What follows belongs to an exercise in optimizing a design on an open flow for small area and a short achievable clock period; a production flow would make more cautious choices.
Function was checked by simulation only, so behaviour that the tests miss may differ from the original.
Power is estimated from default activity; no workload was simulated.

==> run a: inputs <==
==> flow/design.v <==
`timescale 1ns/1ps
package cpu_pkg;
    localparam int reg_width = 32;
    localparam int reg_count = 16;
    localparam int imm_width = 16;
    localparam int pc_step   = 4;
    typedef logic [reg_width-1:0] t_reg;
    typedef logic [$clog2(reg_count)-1:0] t_reg_index;
    typedef t_reg t_regs [reg_count];
    typedef enum logic [1:0] {
        IT_BOTTOM   = 2'd0,
        IT_TOP      = 2'd1,
        IT_UNSIGNED = 2'd2,
        IT_SIGNED   = 2'd3
    } t_imm_type;
    typedef enum logic [3:0] {
        OP_NOP  = 4'h0,
        OP_ADD  = 4'h1,
        OP_SUB  = 4'h2,
        OP_AND  = 4'h3,
        OP_OR   = 4'h4,
        OP_XOR  = 4'h5,
        OP_LDI  = 4'h6,
        OP_JUMP = 4'h7,
        OP_BZ   = 4'h8
    } t_opcode;
    typedef struct packed {
        t_opcode                opcode;
        t_reg_index             rd;
        t_reg_index             rs1;
        t_reg_index             rs2;
        logic [imm_width-1:0]   imm;
    } t_instr;
    typedef struct packed {
        logic                   write;
        logic                   write_immediate;
        t_reg_index             index;
        t_reg                   data;
        logic [imm_width-1:0]   imm;
        t_imm_type              imm_type;
    } t_reg_update;
    typedef struct packed {
        logic                   jump;
        logic                   inc;
        logic                   branch;
        t_reg                   jump_target;
        logic [imm_width-1:0]   branch_offset;
    } t_pc_update;
endpackage
`timescale 1ns/1ps
module rf_decode (
    input  logic [3:0]  idx,
    input  logic [15:0] valid,
    output logic [15:0] sel
);
    always_comb begin
        for (int i = 0; i < 16; i++) sel[i] = (idx == 4'(i)) && valid[i];
    end
endmodule
module rf_mux (
    input  logic [15:0]  sel,
    input  logic [255:0] d,
    output logic [15:0]  q
);
    always_comb begin
        q = '0;
        for (int i = 0; i < 16; i++) q = q | (d[16*i +: 16] & {16{sel[i]}});
    end
endmodule
module rf_next (
    input  logic        we,
    input  logic        valid,
    input  logic [15:0] wd,
    input  logic [15:0] q,
    output logic [15:0] d
);
    assign d = we ? wd : (q & {16{valid}});
endmodule
module register_file (
    input  logic                 clock,
    input  logic                 reset,
    input  logic                 write_lo,
    input  logic                 write_hi,
    input  cpu_pkg::t_reg_index  write_index,
    input  cpu_pkg::t_reg        write_data,
    input  cpu_pkg::t_reg_index  read1_index,
    input  cpu_pkg::t_reg_index  read2_index,
    input  cpu_pkg::t_reg_index  read3_index,
    output cpu_pkg::t_reg        read1_data,
    output cpu_pkg::t_reg        read2_data,
    output cpu_pkg::t_reg        read3_data
);
    localparam int N = cpu_pkg::reg_count;
    localparam int H = cpu_pkg::reg_width / 2;
    logic [N*H-1:0] regs_lo;
    logic [N*H-1:0] regs_hi;
    logic [N*H-1:0] next_lo;
    logic [N*H-1:0] next_hi;
    logic [N-1:0]   valid_lo;
    logic [N-1:0]   valid_hi;
    logic [N-1:0]   we_lo;
    logic [N-1:0]   we_hi;
    always_comb begin
        for (int i = 0; i < N; i++) begin
            we_lo[i] = write_lo && (write_index == cpu_pkg::t_reg_index'(i));
            we_hi[i] = write_hi && (write_index == cpu_pkg::t_reg_index'(i));
        end
    end
    always_ff @(posedge clock or posedge reset) begin
        if (reset) begin
            valid_lo <= '0;
            valid_hi <= '0;
        end else begin
            valid_lo <= valid_lo | we_lo;
            valid_hi <= valid_hi | we_hi;
        end
    end
    for (genvar i = 0; i < N; i++) begin : g_next
        rf_next u_lo (.we(we_lo[i]), .valid(valid_lo[i]), .wd(write_data[H-1:0]),
                      .q(regs_lo[H*i +: H]), .d(next_lo[H*i +: H]));
        rf_next u_hi (.we(we_hi[i]), .valid(valid_hi[i]), .wd(write_data[2*H-1:H]),
                      .q(regs_hi[H*i +: H]), .d(next_hi[H*i +: H]));
    end
    always_ff @(posedge clock) begin
        regs_lo <= next_lo;
        regs_hi <= next_hi;
    end
    cpu_pkg::t_reg_index ridx [3];
    logic [N-1:0]        sel_lo [3];
    logic [N-1:0]        sel_hi [3];
    cpu_pkg::t_reg       rdata [3];
    assign ridx[0] = read1_index;
    assign ridx[1] = read2_index;
    assign ridx[2] = read3_index;
    for (genvar p = 0; p < 3; p++) begin : g_read
        rf_decode u_dec_lo (.idx(ridx[p]), .valid(valid_lo), .sel(sel_lo[p]));
        rf_decode u_dec_hi (.idx(ridx[p]), .valid(valid_hi), .sel(sel_hi[p]));
        rf_mux u_mux_lo (.sel(sel_lo[p]), .d(regs_lo), .q(rdata[p][H-1:0]));
        rf_mux u_mux_hi (.sel(sel_hi[p]), .d(regs_hi), .q(rdata[p][2*H-1:H]));
    end
    assign read1_data = rdata[0];
    assign read2_data = rdata[1];
    assign read3_data = rdata[2];
endmodule
`timescale 1ns/1ps
module program_counter (
    input  logic          clock,
    input  logic          reset,
    input  logic          pc_hold,
    input  logic          pc_jump,
    input  logic          pc_branch,
    input  cpu_pkg::t_reg jump_target,
    input  logic [cpu_pkg::imm_width-1:0] branch_offset,
    output cpu_pkg::t_reg pc
);
    cpu_pkg::t_reg pc_q;
    cpu_pkg::t_reg branch_offset_ext;
    assign pc = pc_q;
    assign branch_offset_ext = {
        {(cpu_pkg::reg_width-cpu_pkg::imm_width){branch_offset[cpu_pkg::imm_width-1]}},
        branch_offset
    };
    always_ff @(posedge clock or posedge reset) begin
        if (reset) begin
            pc_q <= '0;
        end else if (!pc_hold) begin
            if (pc_jump)        pc_q <= jump_target;
            else if (pc_branch) pc_q <= pc_q + branch_offset_ext;
            else                pc_q <= pc_q + cpu_pkg::t_reg'(cpu_pkg::pc_step);
        end
    end
endmodule
`timescale 1ns/1ps
module execute_unit (
    input  cpu_pkg::t_instr      instr,
    input  logic                 instr_valid,
    input  cpu_pkg::t_reg        rs1_data,
    input  cpu_pkg::t_reg        rs2_data,
    output logic                 write_lo,
    output logic                 write_hi,
    output cpu_pkg::t_reg        write_data,
    output logic                 pc_jump,
    output logic                 pc_branch,
    output logic                 pc_hold
);
    localparam int H = cpu_pkg::imm_width;
    logic is_alu, is_ldi, is_jump, is_bz, is_sub;
    logic use_sum, use_g, use_p;
    logic [1:0] kind;
    cpu_pkg::t_reg sum, g, p, imm_value;
    assign is_alu  = instr.opcode == cpu_pkg::OP_ADD || instr.opcode == cpu_pkg::OP_SUB ||
                     instr.opcode == cpu_pkg::OP_AND || instr.opcode == cpu_pkg::OP_OR ||
                     instr.opcode == cpu_pkg::OP_XOR;
    assign is_ldi  = instr.opcode == cpu_pkg::OP_LDI;
    assign is_jump = instr.opcode == cpu_pkg::OP_JUMP;
    assign is_bz   = instr.opcode == cpu_pkg::OP_BZ;
    assign is_sub  = instr.opcode == cpu_pkg::OP_SUB;
    assign kind    = instr.rs2[1:0];
    cpu_pkg::t_reg a1, x, pp;
    logic [31:0] gl [6];
    logic [31:0] pl [6];
    logic [31:0] carry;
    assign a1 = rs1_data ^ {cpu_pkg::reg_width{is_sub}};
    assign g  = a1 & rs2_data;
    assign pp = a1 ^ rs2_data;
    assign x  = rs1_data ^ rs2_data;
    assign p  = x;
    always_comb begin
        gl[0] = g;
        pl[0] = pp;
        for (int l = 0; l < 5; l++) begin
            for (int i = 0; i < 32; i++) begin
                if (i >= (1 << l)) begin
                    gl[l+1][i] = gl[l][i] | (pl[l][i] & gl[l][i - (1 << l)]);
                    pl[l+1][i] = pl[l][i] & pl[l][i - (1 << l)];
                end else begin
                    gl[l+1][i] = gl[l][i];
                    pl[l+1][i] = pl[l][i];
                end
            end
        end
        carry = {gl[5][30:0], 1'b0};
    end
    assign sum = x ^ carry;
    assign use_sum = instr.opcode == cpu_pkg::OP_ADD || instr.opcode == cpu_pkg::OP_SUB;
    assign use_g   = instr.opcode == cpu_pkg::OP_AND || instr.opcode == cpu_pkg::OP_OR;
    assign use_p   = instr.opcode == cpu_pkg::OP_OR  || instr.opcode == cpu_pkg::OP_XOR;
    assign imm_value[H-1:0] = instr.imm;
    always_comb begin
        case (kind)
            cpu_pkg::IT_TOP:    imm_value[2*H-1:H] = instr.imm;
            cpu_pkg::IT_SIGNED: imm_value[2*H-1:H] = {H{instr.imm[H-1]}};
            default:            imm_value[2*H-1:H] = '0;
        endcase
    end
    assign write_data = ({cpu_pkg::reg_width{use_sum}} & sum) |
                        ({cpu_pkg::reg_width{use_g}}   & g)   |
                        ({cpu_pkg::reg_width{use_p}}   & p)   |
                        ({cpu_pkg::reg_width{is_ldi}}  & imm_value);
    assign write_lo  = instr_valid && (is_alu || (is_ldi && kind != cpu_pkg::IT_TOP));
    assign write_hi  = instr_valid && (is_alu || (is_ldi && kind != cpu_pkg::IT_BOTTOM));
    assign pc_hold   = !instr_valid;
    assign pc_jump   = is_jump;
    assign pc_branch = is_bz && (rs1_data == '0);
endmodule
`timescale 1ns/1ps
module exec_core (
    input  logic       clock,
    input  logic       reset,
    input  cpu_pkg::t_instr     instr,
    input  logic       instr_valid,
    input  cpu_pkg::t_reg_index dbg_index,
    output cpu_pkg::t_reg       dbg_data,
    output cpu_pkg::t_reg       pc
);
    cpu_pkg::t_reg rs1_data;
    cpu_pkg::t_reg rs2_data;
    cpu_pkg::t_reg write_data;
    logic          write_lo, write_hi;
    logic          pc_jump, pc_branch, pc_hold;
    register_file u_register_file (
        .clock       (clock),
        .reset       (reset),
        .write_lo    (write_lo),
        .write_hi    (write_hi),
        .write_index (instr.rd),
        .write_data  (write_data),
        .read1_index (instr.rs1),
        .read2_index (instr.rs2),
        .read3_index (dbg_index),
        .read1_data  (rs1_data),
        .read2_data  (rs2_data),
        .read3_data  (dbg_data)
    );
    program_counter u_program_counter (
        .clock         (clock),
        .reset         (reset),
        .pc_hold       (pc_hold),
        .pc_jump       (pc_jump),
        .pc_branch     (pc_branch),
        .jump_target   (rs1_data),
        .branch_offset (instr.imm),
        .pc            (pc)
    );
    execute_unit u_execute_unit (
        .instr       (instr),
        .instr_valid (instr_valid),
        .rs1_data    (rs1_data),
        .rs2_data    (rs2_data),
        .write_lo    (write_lo),
        .write_hi    (write_hi),
        .write_data  (write_data),
        .pc_jump     (pc_jump),
        .pc_branch   (pc_branch),
        .pc_hold     (pc_hold)
    );
endmodule
==> flow/run.sh <==
#!/bin/bash
# synth_recipe.tcl (not shown) runs the flow's synth.tcl, then flattens the netlist and writes it again
# the make line also repeats each setting of config.mk as NAME=value (left out here)
make -C /OpenROAD-flow-scripts/flow DESIGN_CONFIG=/design/flow/config.mk WORK_HOME=/design/flow/orfs CLKGATE_MAP_FILE= SYNTH_SCRIPT=/design/flow/synth_recipe.tcl finish
==> flow/config.mk <==
export PLATFORM = sky130hd
export DESIGN_NAME = exec_core
export DESIGN_NICKNAME = exec_core
export VERILOG_FILES = /design/flow/design.v
export SDC_FILE = /design/flow/constraint.sdc
export NUM_CORES = 4
export LEC_CHECK = 0
export CAP_MARGIN = 20
export CORE_MARGIN = 2
export CORE_UTILIZATION = 50
export SETUP_SLACK_MARGIN = 3.8
export SLEW_MARGIN = 20
export SYNTH_HIERARCHICAL = 1
export TNS_END_PERCENT = 10
==> flow/constraint.sdc <==
create_clock -name core_clock -period 8.0 [get_ports {clock}]
set_input_delay 1.6000 -clock core_clock [delete_from_list [all_inputs] [get_ports {clock}]]
set_output_delay 1.6000 -clock core_clock [all_outputs]
set_load 0.01 [all_outputs]
==> run b: changes against run a <==
TNS_END_PERCENT = unset   (was 10)
==> qor summary <==
Clock buffer count: run b 102; run a 93
Initial antenna violation count: run b 3; run a 7
First-pass GRT wire length: run b 226,000 um; run a 218,000 um
Hold Path End: run b u_register_file.regs_hi[222]; run a u_register_file.regs_hi[221]
Post-route core utilization: run b 64.4%; run a 59.5%
Largest voltage drop on the vdd net: run b 0.000190 V; run a 0.000183 V
Run status: run b complete, but fails checks; run a timing/DRC/antenna clean
Layout check failures: run b max-slew violations; run a -
Placed cell area: run b 36,400 um2; run a 35,700 um2
Clock buf/inv share: run b 4.91%; run a 5.60%
Post-layout instance count excluding filler cells: run b 4,766; run a 4,619
Transition time at the pin with the least slew margin: run b 1550 ps; run a 1210 ps
HPWL after detailed placement: run b 106,000 um; run a 104,000 um
Worst path setup slack after routing: run b 2400 ps; run a 2440 ps
Synth-to-Final Area Change: run b 27.0%; run a 17.3%
Clk power: run b 3.11 mW; run a 3.23 mW
Post-CTS Repair Setup Buffers: run b 196; run a 86
Routed via count: run b 36,396; run a 35,063

[separate check: timing with driven ports]
The flow's constraints put no driver on any port. The routed layouts listed below were extracted and timed again, unchanged, in two steps.
Step 1: set_driving_cell puts a clkbuf_16 on clock and a buf_2 on each other input, an assumption about the parent block.
Step 2 also shifts input and output timing later by t, the mid clock arrival at the registers, as if the neighbouring blocks saw the same clock.
Three values: ideal ports, drivers, drivers and shift; two values: the first two.
run | shift t [ns] | setup slack, ns | worst data-port slew with drivers (ns)
run a | 0.680 | 2.444 / 2.450 / 1.769 | 0.08
run b | 0.679 | 2.405 / 2.413 / 1.734 | 0.10
For run a, which loses most, drivers alone change the setup slack by +0.006 ns; drivers and shift together by -0.675 ns.
